Source: an optimization exercise on an open RTL-to-GDS flow (aim: small area, a short achievable clock period and few clock cycles per item). Production flows keep margins and buffers that such runs may drop.
Function was checked by simulation only, so behaviour that the tests miss may differ from the original.

==> build 92: inputs <==
Design look_at_view_matrix, start of the top module:
module look_at_view_matrix (
    input  logic                i_clk,
    input  logic                i_rst_n,
    input  logic                i_start,
    input  logic signed [31:0]  i_eye_x,
    input  logic signed [31:0]  i_eye_y,
    input  logic signed [31:0]  i_eye_z,
    input  logic signed [31:0]  i_target_x,
    input  logic signed [31:0]  i_target_y,
    input  logic signed [31:0]  i_target_z,
    input  logic signed [31:0]  i_up_x,
    input  logic signed [31:0]  i_up_y,
    input  logic signed [31:0]  i_up_z,
    output logic                o_busy,
    output logic                o_valid,
    output logic [1:0]          o_row_index,
    output logic signed [31:0]  o_entry0,
    output logic signed [31:0]  o_entry1,
    output logic signed [31:0]  o_entry2,
    output logic [16:0]         o_entry3,
    output logic                o_last_row,
    output logic                o_degenerate
);
Settings: LEC_CHECK=0, CAP_MARGIN=20, CORE_MARGIN=2, CORE_UTILIZATION=40, SLEW_MARGIN=20; clock period 11.0 ns.
standard.sh (not shown) runs the stock make flow with config.mk's settings and CLKGATE_MAP_FILE= SYNTH_SCRIPT=/design/flow/synth_recipe.tcl, a recipe that flattens the netlist after the stock synthesis.
==> flow/flow/run.sh <==
#!/bin/bash
cd "$(dirname "$0")/.." || exit 1
cp standard.sh flow_standard_sh.log 2>/dev/null
export SETUP_SLACK_MARGIN=6.6
bash standard.sh > flow_standard.log 2>&1
status=$?
grep -h "setup_margin\|repair_timing" orfs/logs/*/*/*/*.log > flow_repair_summary.log 2>/dev/null
exit $status
==> trial 6 (differences from build 92) <==
--- a/flow/design.v
+++ b/flow/design.v
@@ -120,13 +120,12 @@
     localparam logic [1:0] A_ACC  = 2'd1;
     localparam logic [1:0] A_SH15 = 2'd2;
     logic [3:0]              r_state;
     logic [9:0]              r_f;          
     logic                    r_ph;         
     logic [4:0]              r_k;
-    logic [26:0]             r_kh;         
     logic [4:0]              r_cnt;
     logic signed [31:0]      r_eye [3];
     logic signed [31:0]      r_up  [3];
     logic [MW-1:0]           r_m   [3];
     logic                    r_s   [3];
     logic signed [17:0]      r_z   [3];
@@ -229,13 +228,12 @@
         if (accept) begin
             r_ph <= 1'b0;
         end else if (r_state == S_CR && r_k == K_CR_LAST) begin
             r_ph <= 1'b1;
         end
         r_k <= n_k;
-        r_kh <= (n_k <= 5'd26) ? (27'(1) << n_k) : 27'd0;
         if (r_state == S_SQ || (r_state == S_SQW && r_cnt[0]) ||
             (r_state == S_SQRT && r_cnt == 5'(SQ_CYC - 1))) begin
             r_cnt <= '0;
         end else begin
             r_cnt <= r_cnt + 5'd1;
         end
@@ -310,75 +308,45 @@
     assign q2_b = r_zf ? 18'd0 : {1'b0, r_m[2][16:0]};
     logic signed [17:0] op_b;
     logic               op_neg;
     logic [1:0]         op_ain;
     logic [3:0]         op_wb;
     always_comb begin
-        op_a   = ({32{r_kh[0]}} & {2'b0, m0_sh[29:0]}) |
-                 ({32{r_kh[1] | r_kh[4]}} & {2'b0, r_m[1][29:0]}) |
-                 ({32{r_kh[2] | r_kh[5]}} & {2'b0, r_m[2][29:0]}) |
-                 ({32{r_kh[3]}} & {2'b0, r_m[0][29:0]}) |
-                 ({32{r_kh[6] | r_kh[11]}} & r_up[1]) |
-                 ({32{r_kh[7] | r_kh[8]}} & r_up[2]) |
-                 ({32{r_kh[9] | r_kh[10]}} & r_up[0]) |
-                 ({32{r_kh[12] | r_kh[21] | r_kh[24]}} & r_eye[0]) |
-                 ({32{r_kh[13] | r_kh[22] | r_kh[25]}} & r_eye[1]) |
-                 ({32{r_kh[14] | r_kh[23] | r_kh[26]}} & r_eye[2]) |
-                 ({32{r_kh[15] | r_kh[20]}} & 32'(r_z[1])) |
-                 ({32{r_kh[16] | r_kh[17]}} & 32'(r_z[2])) |
-                 ({32{r_kh[18] | r_kh[19]}} & 32'(r_z[0]));
-        op_b   = ({18{r_kh[0]}} & {3'b0, m0_sh[29:15]}) |
-                 ({18{r_kh[1]}} & {3'b0, r_m[1][29:15]}) |
-                 ({18{r_kh[2]}} & {3'b0, r_m[2][29:15]}) |
-                 ({18{r_kh[3]}} & {3'b0, r_m[0][14:0]}) |
-                 ({18{r_kh[4]}} & {3'b0, r_m[1][14:0]}) |
-                 ({18{r_kh[5]}} & {3'b0, r_m[2][14:0]}) |
-                 ({18{r_kh[6] | r_kh[15]}} & q2_b) |
-                 ({18{r_kh[7] | r_kh[10] | r_kh[13]}} & 18'(r_z[1])) |
-                 ({18{r_kh[8] | r_kh[11] | r_kh[12]}} & 18'(r_z[0])) |
-                 ({18{r_kh[9] | r_kh[14]}} & 18'(r_z[2])) |
-                 ({18{r_kh[16] | r_kh[19] | r_kh[22]}} & 18'(r_x[1])) |
-                 ({18{r_kh[17] | r_kh[20] | r_kh[21]}} & 18'(r_x[0])) |
-                 ({18{r_kh[18] | r_kh[23]}} & 18'(r_x[2])) |
-                 ({18{r_kh[24]}} & 18'(r_y[0])) |
-                 ({18{r_kh[25]}} & 18'(r_y[1])) |
-                 ({18{r_kh[26]}} & 18'(r_y[2]));
-        op_neg = r_kh[7] | r_kh[9] | r_kh[11] | r_kh[12] | r_kh[13] | r_kh[14] | r_kh[16] | r_kh[18] | r_kh[20] | r_kh[21] | r_kh[22] | r_kh[23] | r_kh[24] | r_kh[25] | r_kh[26] |
-                 ((r_kh[6] | r_kh[15]) & r_s[2]);
-    end
-    always_comb begin
+        op_a   = '0;
+        op_b   = '0;
+        op_neg = 1'b0;
         op_ain = A_ACC;
         op_wb  = W_NONE;
         unique case (r_k)
-            5'd0:  begin op_ain = A_ZERO; end
-            5'd1:  begin end
-            5'd2:  begin end
-            5'd3:  begin op_ain = A_SH15; end
-            5'd4:  begin end
-            5'd5:  begin end
-            5'd6:  begin op_ain = A_ZERO; end
-            5'd7:  begin op_wb = W_C0; end
-            5'd8:  begin op_ain = A_ZERO; end
-            5'd9:  begin op_wb = W_C1; end
-            5'd10: begin op_ain = A_ZERO; end
-            5'd11: begin op_wb = W_C2; end
-            5'd12: begin op_ain = A_ZERO; end
-            5'd13: begin end
-            5'd14: begin op_wb = W_TZ; end
-            5'd15: begin op_ain = A_ZERO; end
-            5'd16: begin op_wb = W_Y0; end
-            5'd17: begin op_ain = A_ZERO; end
-            5'd18: begin op_wb = W_Y1; end
-            5'd19: begin op_ain = A_ZERO; end
-            5'd20: begin op_wb = W_Y2; end
-            5'd21: begin op_ain = A_ZERO; end
-            5'd22: begin end
-            5'd23: begin op_wb = W_TX; end
-            5'd24: begin op_ain = A_ZERO; end
-            5'd25: begin end
-            5'd26: begin op_wb = W_TY; end
+            5'd0:  begin op_a = {2'b0, m0_sh[29:0]}; op_b = {3'b0, m0_sh[29:15]}; op_ain = A_ZERO; end
+            5'd1:  begin op_a = {2'b0, r_m[1][29:0]}; op_b = {3'b0, r_m[1][29:15]}; end
+            5'd2:  begin op_a = {2'b0, r_m[2][29:0]}; op_b = {3'b0, r_m[2][29:15]}; end
+            5'd3:  begin op_a = {2'b0, r_m[0][29:0]}; op_b = {3'b0, r_m[0][14:0]};  op_ain = A_SH15; end
+            5'd4:  begin op_a = {2'b0, r_m[1][29:0]}; op_b = {3'b0, r_m[1][14:0]};  end
+            5'd5:  begin op_a = {2'b0, r_m[2][29:0]}; op_b = {3'b0, r_m[2][14:0]};  end
+            5'd6:  begin op_a = r_up[1]; op_b = q2_b; op_neg = r_s[2]; op_ain = A_ZERO; end
+            5'd7:  begin op_a = r_up[2]; op_b = 18'(r_z[1]); op_neg = 1'b1; op_wb = W_C0; end
+            5'd8:  begin op_a = r_up[2]; op_b = 18'(r_z[0]); op_ain = A_ZERO; end
+            5'd9:  begin op_a = r_up[0]; op_b = 18'(r_z[2]); op_neg = 1'b1; op_wb = W_C1; end
+            5'd10: begin op_a = r_up[0]; op_b = 18'(r_z[1]); op_ain = A_ZERO; end
+            5'd11: begin op_a = r_up[1]; op_b = 18'(r_z[0]); op_neg = 1'b1; op_wb = W_C2; end
+            5'd12: begin op_a = r_eye[0]; op_b = 18'(r_z[0]); op_ain = A_ZERO; op_neg = 1'b1; end
+            5'd13: begin op_a = r_eye[1]; op_b = 18'(r_z[1]); op_neg = 1'b1; end
+            5'd14: begin op_a = r_eye[2]; op_b = 18'(r_z[2]); op_neg = 1'b1; op_wb = W_TZ; end
+            5'd15: begin op_a = 32'(r_z[1]); op_b = q2_b; op_neg = r_s[2]; op_ain = A_ZERO; end
+            5'd16: begin op_a = 32'(r_z[2]); op_b = 18'(r_x[1]); op_neg = 1'b1; op_wb = W_Y0; end
+            5'd17: begin op_a = 32'(r_z[2]); op_b = 18'(r_x[0]); op_ain = A_ZERO; end
+            5'd18: begin op_a = 32'(r_z[0]); op_b = 18'(r_x[2]); op_neg = 1'b1; op_wb = W_Y1; end
+            5'd19: begin op_a = 32'(r_z[0]); op_b = 18'(r_x[1]); op_ain = A_ZERO; end
+            5'd20: begin op_a = 32'(r_z[1]); op_b = 18'(r_x[0]); op_neg = 1'b1; op_wb = W_Y2; end
+            5'd21: begin op_a = r_eye[0]; op_b = 18'(r_x[0]); op_ain = A_ZERO; op_neg = 1'b1; end
+            5'd22: begin op_a = r_eye[1]; op_b = 18'(r_x[1]); op_neg = 1'b1; end
+            5'd23: begin op_a = r_eye[2]; op_b = 18'(r_x[2]); op_neg = 1'b1; op_wb = W_TX; end
+            5'd24: begin op_a = r_eye[0]; op_b = 18'(r_y[0]); op_ain = A_ZERO; op_neg = 1'b1; end
+            5'd25: begin op_a = r_eye[1]; op_b = 18'(r_y[1]); op_neg = 1'b1; end
+            5'd26: begin op_a = r_eye[2]; op_b = 18'(r_y[2]); op_neg = 1'b1; op_wb = W_TY; end
             default: begin end
         endcase
     end
     logic [63:0] mul_s;
     logic [63:0] mul_c;
     logic [26:0] op_d;
==> results.txt <==
Outcome: build 92 finished clean; trial 6 finished clean
Register fraction of the total cell area: build 92 0.2944; trial 6 0.2855
Number of different library cells in the post-synthesis netlist: build 92 101; trial 6 102
Area share of the largest cell type after synthesis: build 92 0.2581; trial 6 0.2598
Largest driver fanout on the critical path: build 92 9; trial 6 5
Post-cts resize count: build 92 109; trial 6 264
Total placed instance area: build 92 91510 um^2; trial 6 91220 um^2
Number of buffers added by the clock tree synthesis step: build 92 130; trial 6 120
Final Cycle Share: build 92 0.4043; trial 6 0.4129
Number of cells traversed by the worst register-to-register path: build 92 13; trial 6 17
Global-route wire length before repair: build 92 568100 um; trial 6 599000 um
Nets: build 92 10.76k; trial 6 10.81k
Count of inserted tapcells: build 92 2821; trial 6 2805
DR WL/cell: build 92 32.69 um; trial 6 34.44 um
Xor-xnor portion of the synthesized cell area: build 92 0.07940; trial 6 0.08076
Die Ht: build 92 464.5 um; trial 6 463.0 um
Signal buffers: build 92 767; trial 6 790
Critical Path AT: build 92 5.02 ns; trial 6 5.13 ns
Testbench counts of build 92, summed over its fixed seeds: cycles 27,592, items 256.
Testbench counts of trial 6, summed over its fixed seeds: cycles 27,592, items 256.

==> re-timing with driven ports <==
The flow's constraints put no driver on any port. The routed layouts listed below were extracted and timed again, unchanged, in two steps. Step 1: set_driving_cell puts a clkbuf_16 on i_clk and a buf_2 on each other input, an assumption about the parent block. Step 2 also shifts input and output timing later by t, the mid clock arrival at the registers, as if the neighbouring blocks saw the same clock. Three values: ideal ports, drivers, drivers and shift; two values: the first two.
run | t, ns | slack for setup (ns) | cell pins on the clock port's net
build 92 | 0.909 | 6.552 / 6.552 / 5.999 | 1
trial 6 | 0.913 | 6.458 / 6.458 / 6.385 | 1
After both steps setup and hold are still met in every run listed. For build 92, which loses most, drivers alone change the setup slack by 0.000 ns; drivers and shift together by -0.553 ns.
